Background: an optimization exercise with open tools, aiming at small area, a short achievable clock period and few clock cycles per item. Do not read the settings as production practice. At most, simulation tests tie the RTL to the original design; equivalence was not proved.

Setup of v18:
==> flow/design.v <==
module fft2d_top (
  input  logic                          clk,
  input  logic                          arst_n,
  input  logic                          in_valid,
  output logic                          in_ready,
  input  logic signed [16-1:0]  in_re,
  input  logic signed [16-1:0]  in_im,
  output logic                          out_valid,
  input  logic                          out_ready,
  output logic signed [20-1:0] out_re,
  output logic signed [20-1:0] out_im,
  output logic                          out_last
);
  localparam int IW = 16;    
  localparam int AW = IW + 1;         
  localparam int RW = 18;   
  localparam int ZW = RW + 1;         
  localparam int OW = 20;   
  localparam int EW = 2 * RW;         
  logic                 xv;         
  logic [1:0]           xc;         
  logic signed [IW-1:0] xre, xim;   
  logic                 xgo;        
  logic                 pa;         
  logic                 pb;         
  logic                 pha;        
  logic                 phb;        
  logic                 in_fire;
  logic                 xv_n;       
  logic [1:0]           xc_n;
  logic                 pa_n;
  logic                 pb_n;
  logic signed [IW-1:0] x0r, x0i;   
  logic signed [AW-1:0] pr, pim;    
  logic signed [AW-1:0] qr, qim;    
  logic signed [AW-1:0] cr, cim;    
  logic signed [AW-1:0] dr, dim;    
  logic signed [RW-1:0] o1r, o1i;   
  logic signed [RW-1:0] o2r, o2i;
  logic signed [RW-1:0] ar, ai;     
  logic signed [RW-1:0] br, bi;     
  assign xgo     = xv && !((xc == 2'd1 && pa) || (xc == 2'd2 && pb));
  assign in_fire = in_valid && in_ready;
  assign xv_n = in_fire || (xv && !xgo);
  assign xc_n = xgo ? xc + 2'd1 : xc;
  assign pa_n = (xgo && xc == 2'd3) || (pa && !pha);
  assign pb_n = (xgo && xc == 2'd3) || (pb && !phb);
  always_ff @(posedge clk)
  begin
    if (in_fire)
    begin
      xre <= in_re;
      xim <= in_im;
    end
  end
  always_ff @(posedge clk or negedge arst_n)
  begin
    if (!arst_n)
    begin
      xv       <= 1'b0;
      xc       <= '0;
      pa       <= 1'b0;
      pb       <= 1'b0;
      in_ready <= 1'b0;   
    end
    else
    begin
      xv       <= xv_n;
      xc       <= xc_n;
      pa       <= pa_n;
      pb       <= pb_n;
      in_ready <= !(xv_n && ((xc_n == 2'd1 && pa_n) || (xc_n == 2'd2 && pb_n)));
    end
  end
  logic sel_pq, sel_cd, sel_q, sel_x0;           
  logic sel_pq_n, sel_cd_n, sel_q_n, sel_x0_n;   
  always_ff @(posedge clk)
  begin
    sel_pq   <= pa_n;
    sel_cd   <= !pa_n && pb_n;
    sel_q    <= !pb_n && xc_n[0];
    sel_x0   <= !pb_n && !xc_n[0];
    sel_pq_n <= !pa_n;
    sel_cd_n <= pa_n || !pb_n;
    sel_q_n  <= pb_n || !xc_n[0];
    sel_x0_n <= pb_n || xc_n[0];
  end
  assign o1r = ({RW{sel_pq}} & RW'(pr)) | ({RW{sel_cd}} & RW'(cr)) |
               ({RW{sel_q}} & RW'(qr)) | ({RW{sel_x0}} & RW'(x0r));
  assign o1i = ({RW{!sel_pq_n}} & RW'(pim)) | ({RW{!sel_cd_n}} & RW'(cim)) |
               ({RW{!sel_q_n}} & RW'(qim)) | ({RW{!sel_x0_n}} & RW'(x0i));
  assign o2r = ({RW{sel_pq}} & RW'(qr)) | ({RW{sel_cd}} & RW'(dim)) |
               ({RW{!sel_pq && !sel_cd}} & RW'(xre));
  assign o2i = ({RW{!sel_pq_n}} & RW'(qim)) | ({RW{!sel_cd_n}} & RW'(dr)) |
               ({RW{sel_pq_n && sel_cd_n}} & RW'(xim));
  assign ar = o1r + o2r;
  assign ai = o1i + o2i;
  assign br = o1r - o2r;
  assign bi = o1i - o2i;
  always_ff @(posedge clk)
  begin
    if (xgo)
    begin
      case (xc)
        2'd0:
        begin
          x0r <= xre;
          x0i <= xim;
        end
        2'd1:
        begin
          qr  <= AW'(xre);
          qim <= AW'(xim);
        end
        2'd2:
        begin
          pr  <= AW'(ar);
          pim <= AW'(ai);
          cr  <= AW'(br);
          cim <= AW'(bi);
        end
        default:
        begin
          qr  <= AW'(ar);
          qim <= AW'(ai);
          dr  <= AW'(br);
          dim <= AW'(bi);
        end
      endcase
    end
  end
  logic [EW-1:0] w [4];
  assign w[0] = {ai, ar};
  assign w[1] = {bi, ar};
  assign w[2] = {bi, br};
  assign w[3] = {ai, br};
  logic [15:0][EW-1:0] m;        
  logic [3:0]          v;        
  logic [3:0]          e;        
  logic                mode;     
  logic                wmode;    
  logic                hmode;    
  logic [1:0]          wrow;     
  logic                ld1;      
  logic                cons;     
  logic [1:0]          bin;      
  logic [1:0]          rcol;     
  logic                rdf;      
  logic                flip;     
  assign e[0] = cons || !v[0];
  assign e[1] = cons || !(v[0] && v[1]);
  assign e[2] = cons || !(v[0] && v[1] && v[2]);
  assign e[3] = cons || !(v[0] && v[1] && v[2] && v[3]);
  assign pha  = pa && e[3];
  assign phb  = pb && !pa;
  assign flip = pha && (wrow == 2'd3);
  for (genvar gi = 0; gi < 4; gi++)
  begin : g_row
    for (genvar gj = 0; gj < 4; gj++)
    begin : g_col
      logic          en0;    
      logic          en1;    
      logic [EW-1:0] src0;   
      logic [EW-1:0] src1;   
      if (gj == 3)
      begin : g_t0
        assign src0 = w[gi];
        if (gi % 2 == 0)
          assign en0 = e[3] && !phb;
        else
          assign en0 = e[3] || phb;
      end
      else
      begin : g_n0
        assign src0 = m[gi*4 + gj + 1];
        assign en0  = e[gj];
      end
      if (gi == 3)
      begin : g_t1
        assign src1 = w[gj];
        if (gj % 2 == 0)
          assign en1 = e[3] && !phb;
        else
          assign en1 = e[3] || phb;
      end
      else
      begin : g_n1
        assign src1 = m[(gi+1)*4 + gj];
        assign en1  = e[gi];
      end
      logic ld0, ld1c, hold;
      assign ld0  = !wmode && en0;
      assign ld1c = wmode && en1;
      assign hold = !(ld0 || ld1c);
      always_ff @(posedge clk)
        m[gi*4 + gj] <= ({EW{ld0}} & src0) | ({EW{ld1c}} & src1) |
                        ({EW{hold}} & m[gi*4 + gj]);
    end
  end
  always_ff @(posedge clk or negedge arst_n)
  begin
    if (!arst_n)
    begin
      v       <= '0;
      mode    <= 1'b0;
      wmode   <= 1'b0;
      hmode   <= '0;
      wrow    <= '0;
      rdf     <= 1'b0;
    end
    else
    begin
      for (int j = 0; j < 3; j++)
        if (e[j])
          v[j] <= v[j+1];
      if (e[3])
        v[3] <= phb || flip;
      if (pha)
        wrow <= wrow + 2'd1;
      if (flip)
      begin
        mode    <= ~mode;   
        hmode   <= ~hmode;
      end
      if (phb)
        wmode <= mode;
      if (flip)
        rdf <= 1'b1;
      else if (cons && rcol == 2'd3)
        rdf <= 1'b0;
    end
  end
  logic signed [RW-1:0] hr [3];   
  logic signed [RW-1:0] hi [3];
  logic                 b0, b1;   
  logic                 ng;       
  logic [OW-1:0]        t0r, t1r, t2r, t3r;   
  logic [OW-1:0]        t0i, t1i, t2i, t3i;   
  logic [OW-1:0]        u1r, v1r, u1i, v1i;   
  logic                 s1v;      
  logic                 s1l;      
  logic [OW-1:0]        sr, cr2, si, ci2;   
  logic signed [OW-1:0] yr, yi;
  logic                 ld;       
  logic       mode_n;
  logic [1:0] bin_n;
  logic [3:0] hs1_n, hs3;   
  assign mode_n = flip ? ~mode : mode;
  assign bin_n  = ld1 ? bin + 2'd1 : bin;
  always_ff @(posedge clk)
  begin
    hs1_n <= ~{mode_n && bin_n[0], mode_n && !bin_n[0], !mode_n && bin_n[0], !mode_n && !bin_n[0]};
    hs3 <= {mode_n && bin_n[0], mode_n && !bin_n[0], !mode_n && bin_n[0], !mode_n && !bin_n[0]};
  end
  logic [EW-1:0]        h2;
  logic signed [RW-1:0] g1r, g1i, g3r, g3i;   
  assign h2    = hmode ? m[2] : m[8];
  assign hr[0] = m[0][RW-1:0];
  assign hi[0] = m[0][EW-1:RW];
  assign hr[2] = h2[RW-1:0];
  assign hi[2] = h2[EW-1:RW];
  assign g1r = ({RW{!hs1_n[3]}} & m[1][EW-1:RW]) | ({RW{!hs1_n[2]}} & m[1][RW-1:0]) |
               ({RW{!hs1_n[1]}} & m[4][EW-1:RW]) | ({RW{!hs1_n[0]}} & m[4][RW-1:0]);
  assign g1i = ({RW{!hs1_n[3]}} & m[1][RW-1:0]) | ({RW{!hs1_n[2]}} & m[1][EW-1:RW]) |
               ({RW{!hs1_n[1]}} & m[4][RW-1:0]) | ({RW{!hs1_n[0]}} & m[4][EW-1:RW]);
  assign g3r = ({RW{hs3[3]}} & m[3][EW-1:RW]) | ({RW{hs3[2]}} & m[3][RW-1:0]) |
               ({RW{hs3[1]}} & m[12][EW-1:RW]) | ({RW{hs3[0]}} & m[12][RW-1:0]);
  assign g3i = ({RW{hs3[3]}} & m[3][RW-1:0]) | ({RW{hs3[2]}} & m[3][EW-1:RW]) |
               ({RW{hs3[1]}} & m[12][RW-1:0]) | ({RW{hs3[0]}} & m[12][EW-1:RW]);
  assign b0 = bin[0];
  assign b1 = bin[1];
  assign ng = b0 || b1;
  assign t0r = OW'(hr[0]);
  assign t1r = OW'(hr[2]) ^ {OW{b0}};
  assign t2r = OW'(g1r) ^ {OW{b1}};
  assign t3r = OW'(g3r) ^ {OW{b0 ^ b1}};
  assign t0i = OW'(hi[0]);
  assign t1i = OW'(hi[2]) ^ {OW{b0}};
  assign t2i = OW'(g1i) ^ {OW{b0 ^ b1}};
  assign t3i = OW'(g3i) ^ {OW{b1}};
  assign u1r = t0r ^ t1r ^ t2r;
  assign v1r = {(t0r[OW-2:0] & t1r[OW-2:0]) | (t0r[OW-2:0] & t2r[OW-2:0]) |
                (t1r[OW-2:0] & t2r[OW-2:0]), ng};
  assign u1i = t0i ^ t1i ^ t2i;
  assign v1i = {(t0i[OW-2:0] & t1i[OW-2:0]) | (t0i[OW-2:0] & t2i[OW-2:0]) |
                (t1i[OW-2:0] & t2i[OW-2:0]), ng};
  assign ld   = s1v && (!out_valid || out_ready);
  assign ld1  = rdf && (!s1v || ld);
  assign cons = ld1 && (bin == 2'd3);
  always_ff @(posedge clk)
  begin
    if (ld1)
    begin
      sr  <= u1r ^ v1r ^ t3r;
      cr2 <= {(u1r[OW-2:0] & v1r[OW-2:0]) | (u1r[OW-2:0] & t3r[OW-2:0]) |
              (v1r[OW-2:0] & t3r[OW-2:0]), ng};
      si  <= u1i ^ v1i ^ t3i;
      ci2 <= {(u1i[OW-2:0] & v1i[OW-2:0]) | (u1i[OW-2:0] & t3i[OW-2:0]) |
              (v1i[OW-2:0] & t3i[OW-2:0]), ng};
      s1l <= (bin == 2'd3) && (rcol == 2'd3);
    end
  end
  assign yr = sr + cr2;
  assign yi = si + ci2;
  always_ff @(posedge clk or negedge arst_n)
  begin
    if (!arst_n)
    begin
      s1v       <= 1'b0;
      out_valid <= 1'b0;
      bin       <= '0;
      rcol      <= '0;
    end
    else
    begin
      s1v       <= ld1 || (s1v && !ld);
      out_valid <= ld || (out_valid && !out_ready);
      if (ld1)
        bin <= bin + 2'd1;
      if (cons)
        rcol <= rcol + 2'd1;
    end
  end
  always_ff @(posedge clk)
  begin
    if (ld)
    begin
      out_re   <= yr;
      out_im   <= yi;
      out_last <= s1l;
    end
  end
endmodule
Settings: LEC_CHECK=0, ABC_AREA=1, CAP_MARGIN=20, CORE_MARGIN=2, CORE_UTILIZATION=40, CTS_CLUSTER_DIAMETER=80, CTS_CLUSTER_SIZE=24, PLACE_DENSITY=0.6, SETUP_SLACK_MARGIN=3.0, SLEW_MARGIN=20; clock period 6.0 ns.
run.sh (not shown) runs the stock make flow with config.mk's settings and CLKGATE_MAP_FILE= SYNTH_SCRIPT=/design/flow/synth_recipe.tcl, a recipe that flattens the netlist after the stock synthesis.
The final layout from v18, which completed every stage, passed the timing, design-rule and antenna checks at the end of the flow.
Testbench counts of v18, summed over its fixed seeds: cycles 6,304, samples 6,144.
Edits applied to the flow inputs when going from v18 to v8:
--- a/flow/design.v
+++ b/flow/design.v
@@ -238,13 +238,17 @@
   logic [OW-1:0]        t0i, t1i, t2i, t3i;   
   logic [OW-1:0]        u1r, v1r, u1i, v1i;   
   logic                 s1v;      
   logic                 s1l;      
   logic [OW-1:0]        sr, cr2, si, ci2;   
   logic signed [OW-1:0] yr, yi;
-  logic                 ld;       
+  logic                 oa;       
+  logic                 kv;       
+  logic signed [OW-1:0] kre, kim;
+  logic                 klast;
+  logic                 s1go;     
   logic       mode_n;
   logic [1:0] bin_n;
   logic [3:0] hs1_n, hs3;   
   assign mode_n = flip ? ~mode : mode;
   assign bin_n  = ld1 ? bin + 2'd1 : bin;
   always_ff @(posedge clk)
@@ -281,14 +285,13 @@
   assign u1r = t0r ^ t1r ^ t2r;
   assign v1r = {(t0r[OW-2:0] & t1r[OW-2:0]) | (t0r[OW-2:0] & t2r[OW-2:0]) |
                 (t1r[OW-2:0] & t2r[OW-2:0]), ng};
   assign u1i = t0i ^ t1i ^ t2i;
   assign v1i = {(t0i[OW-2:0] & t1i[OW-2:0]) | (t0i[OW-2:0] & t2i[OW-2:0]) |
                 (t1i[OW-2:0] & t2i[OW-2:0]), ng};
-  assign ld   = s1v && (!out_valid || out_ready);
-  assign ld1  = rdf && (!s1v || ld);
+  assign ld1  = rdf && !(s1v && out_valid && kv);
   assign cons = ld1 && (bin == 2'd3);
   always_ff @(posedge clk)
   begin
     if (ld1)
     begin
       sr  <= u1r ^ v1r ^ t3r;
@@ -299,35 +302,45 @@
               (v1i[OW-2:0] & t3i[OW-2:0]), ng};
       s1l <= (bin == 2'd3) && (rcol == 2'd3);
     end
   end
   assign yr = sr + cr2;
   assign yi = si + ci2;
+  assign oa   = !out_valid || out_ready;
+  assign s1go = s1v && (!kv || oa);
   always_ff @(posedge clk or negedge arst_n)
   begin
     if (!arst_n)
     begin
       s1v       <= 1'b0;
+      kv        <= 1'b0;
       out_valid <= 1'b0;
       bin       <= '0;
       rcol      <= '0;
     end
     else
     begin
-      s1v       <= ld1 || (s1v && !ld);
-      out_valid <= ld || (out_valid && !out_ready);
+      s1v       <= ld1 || (s1v && !s1go);
+      kv        <= oa ? (kv && s1v) : (kv || s1v);
+      out_valid <= oa ? (kv || s1v) : 1'b1;
       if (ld1)
         bin <= bin + 2'd1;
       if (cons)
         rcol <= rcol + 2'd1;
     end
   end
   always_ff @(posedge clk)
   begin
-    if (ld)
+    if (s1v && (kv == oa))
     begin
-      out_re   <= yr;
-      out_im   <= yi;
-      out_last <= s1l;
+      kre   <= yr;
+      kim   <= yi;
+      klast <= s1l;
+    end
+    if (oa && (kv || s1v))
+    begin
+      out_re   <= kv ? kre : yr;
+      out_im   <= kv ? kim : yi;
+      out_last <= kv ? klast : s1l;
     end
   end
 endmodule
==> summary.txt <==
- Both conditions hold for v8: the flow ran to the end and the final layout passed the timing, design-rule and antenna checks.
- Changes observed in v8 relative to v18: cell area went up; via count of the first global-routing pass saw an increase; arrival time at the worst endpoint neither gained nor lost much; final antenna-violating net count comparable.
- Number of instances resized during post-cts repair for v8 is lower than for v18.
- On clock buffer instance count of the final layout: v8 sits above v18.
- In v8 the area added between synthesis and finish turned out 1.7 points lower than in v18.
For v8, only the layout was checked, not whether the RTL still works.

==> separate check: timing with driven ports <==
Ports are ideal in the flow. The routed layouts listed here were re-timed in OpenROAD.
Step 1 sets driving cells, clkbuf_16 on the clock port and buf_2 on the other inputs (assumed; they add their load-dependent delay and slew).
Step 2 adds t to the input delays and takes it off the output delays; t is the mean of the earliest and latest rising clock arrival at the registers after step 1. Input paths then give back, and output paths get back, about the clock's delay inside the block.
Slacks: ideal ports / drivers / drivers and shift; pairs: ideal ports / drivers.
| run | shift t [ns] | slack for setup (ns) | worst setup path at the end | worst slew at a driven data input, ns |
|---|---|---|---|---|
| v18 | 0.750 | 3.007 / 3.007 / 2.377 | input to register | 0.06 |
| v8 | 0.760 | 3.009 / 3.009 / 3.009 | register to register | 0.04 |
After both steps every run listed still meets setup and hold. The setup slack of v18, which loses most, moves by 0.000 ns with the drivers and by -0.630 ns with both steps.
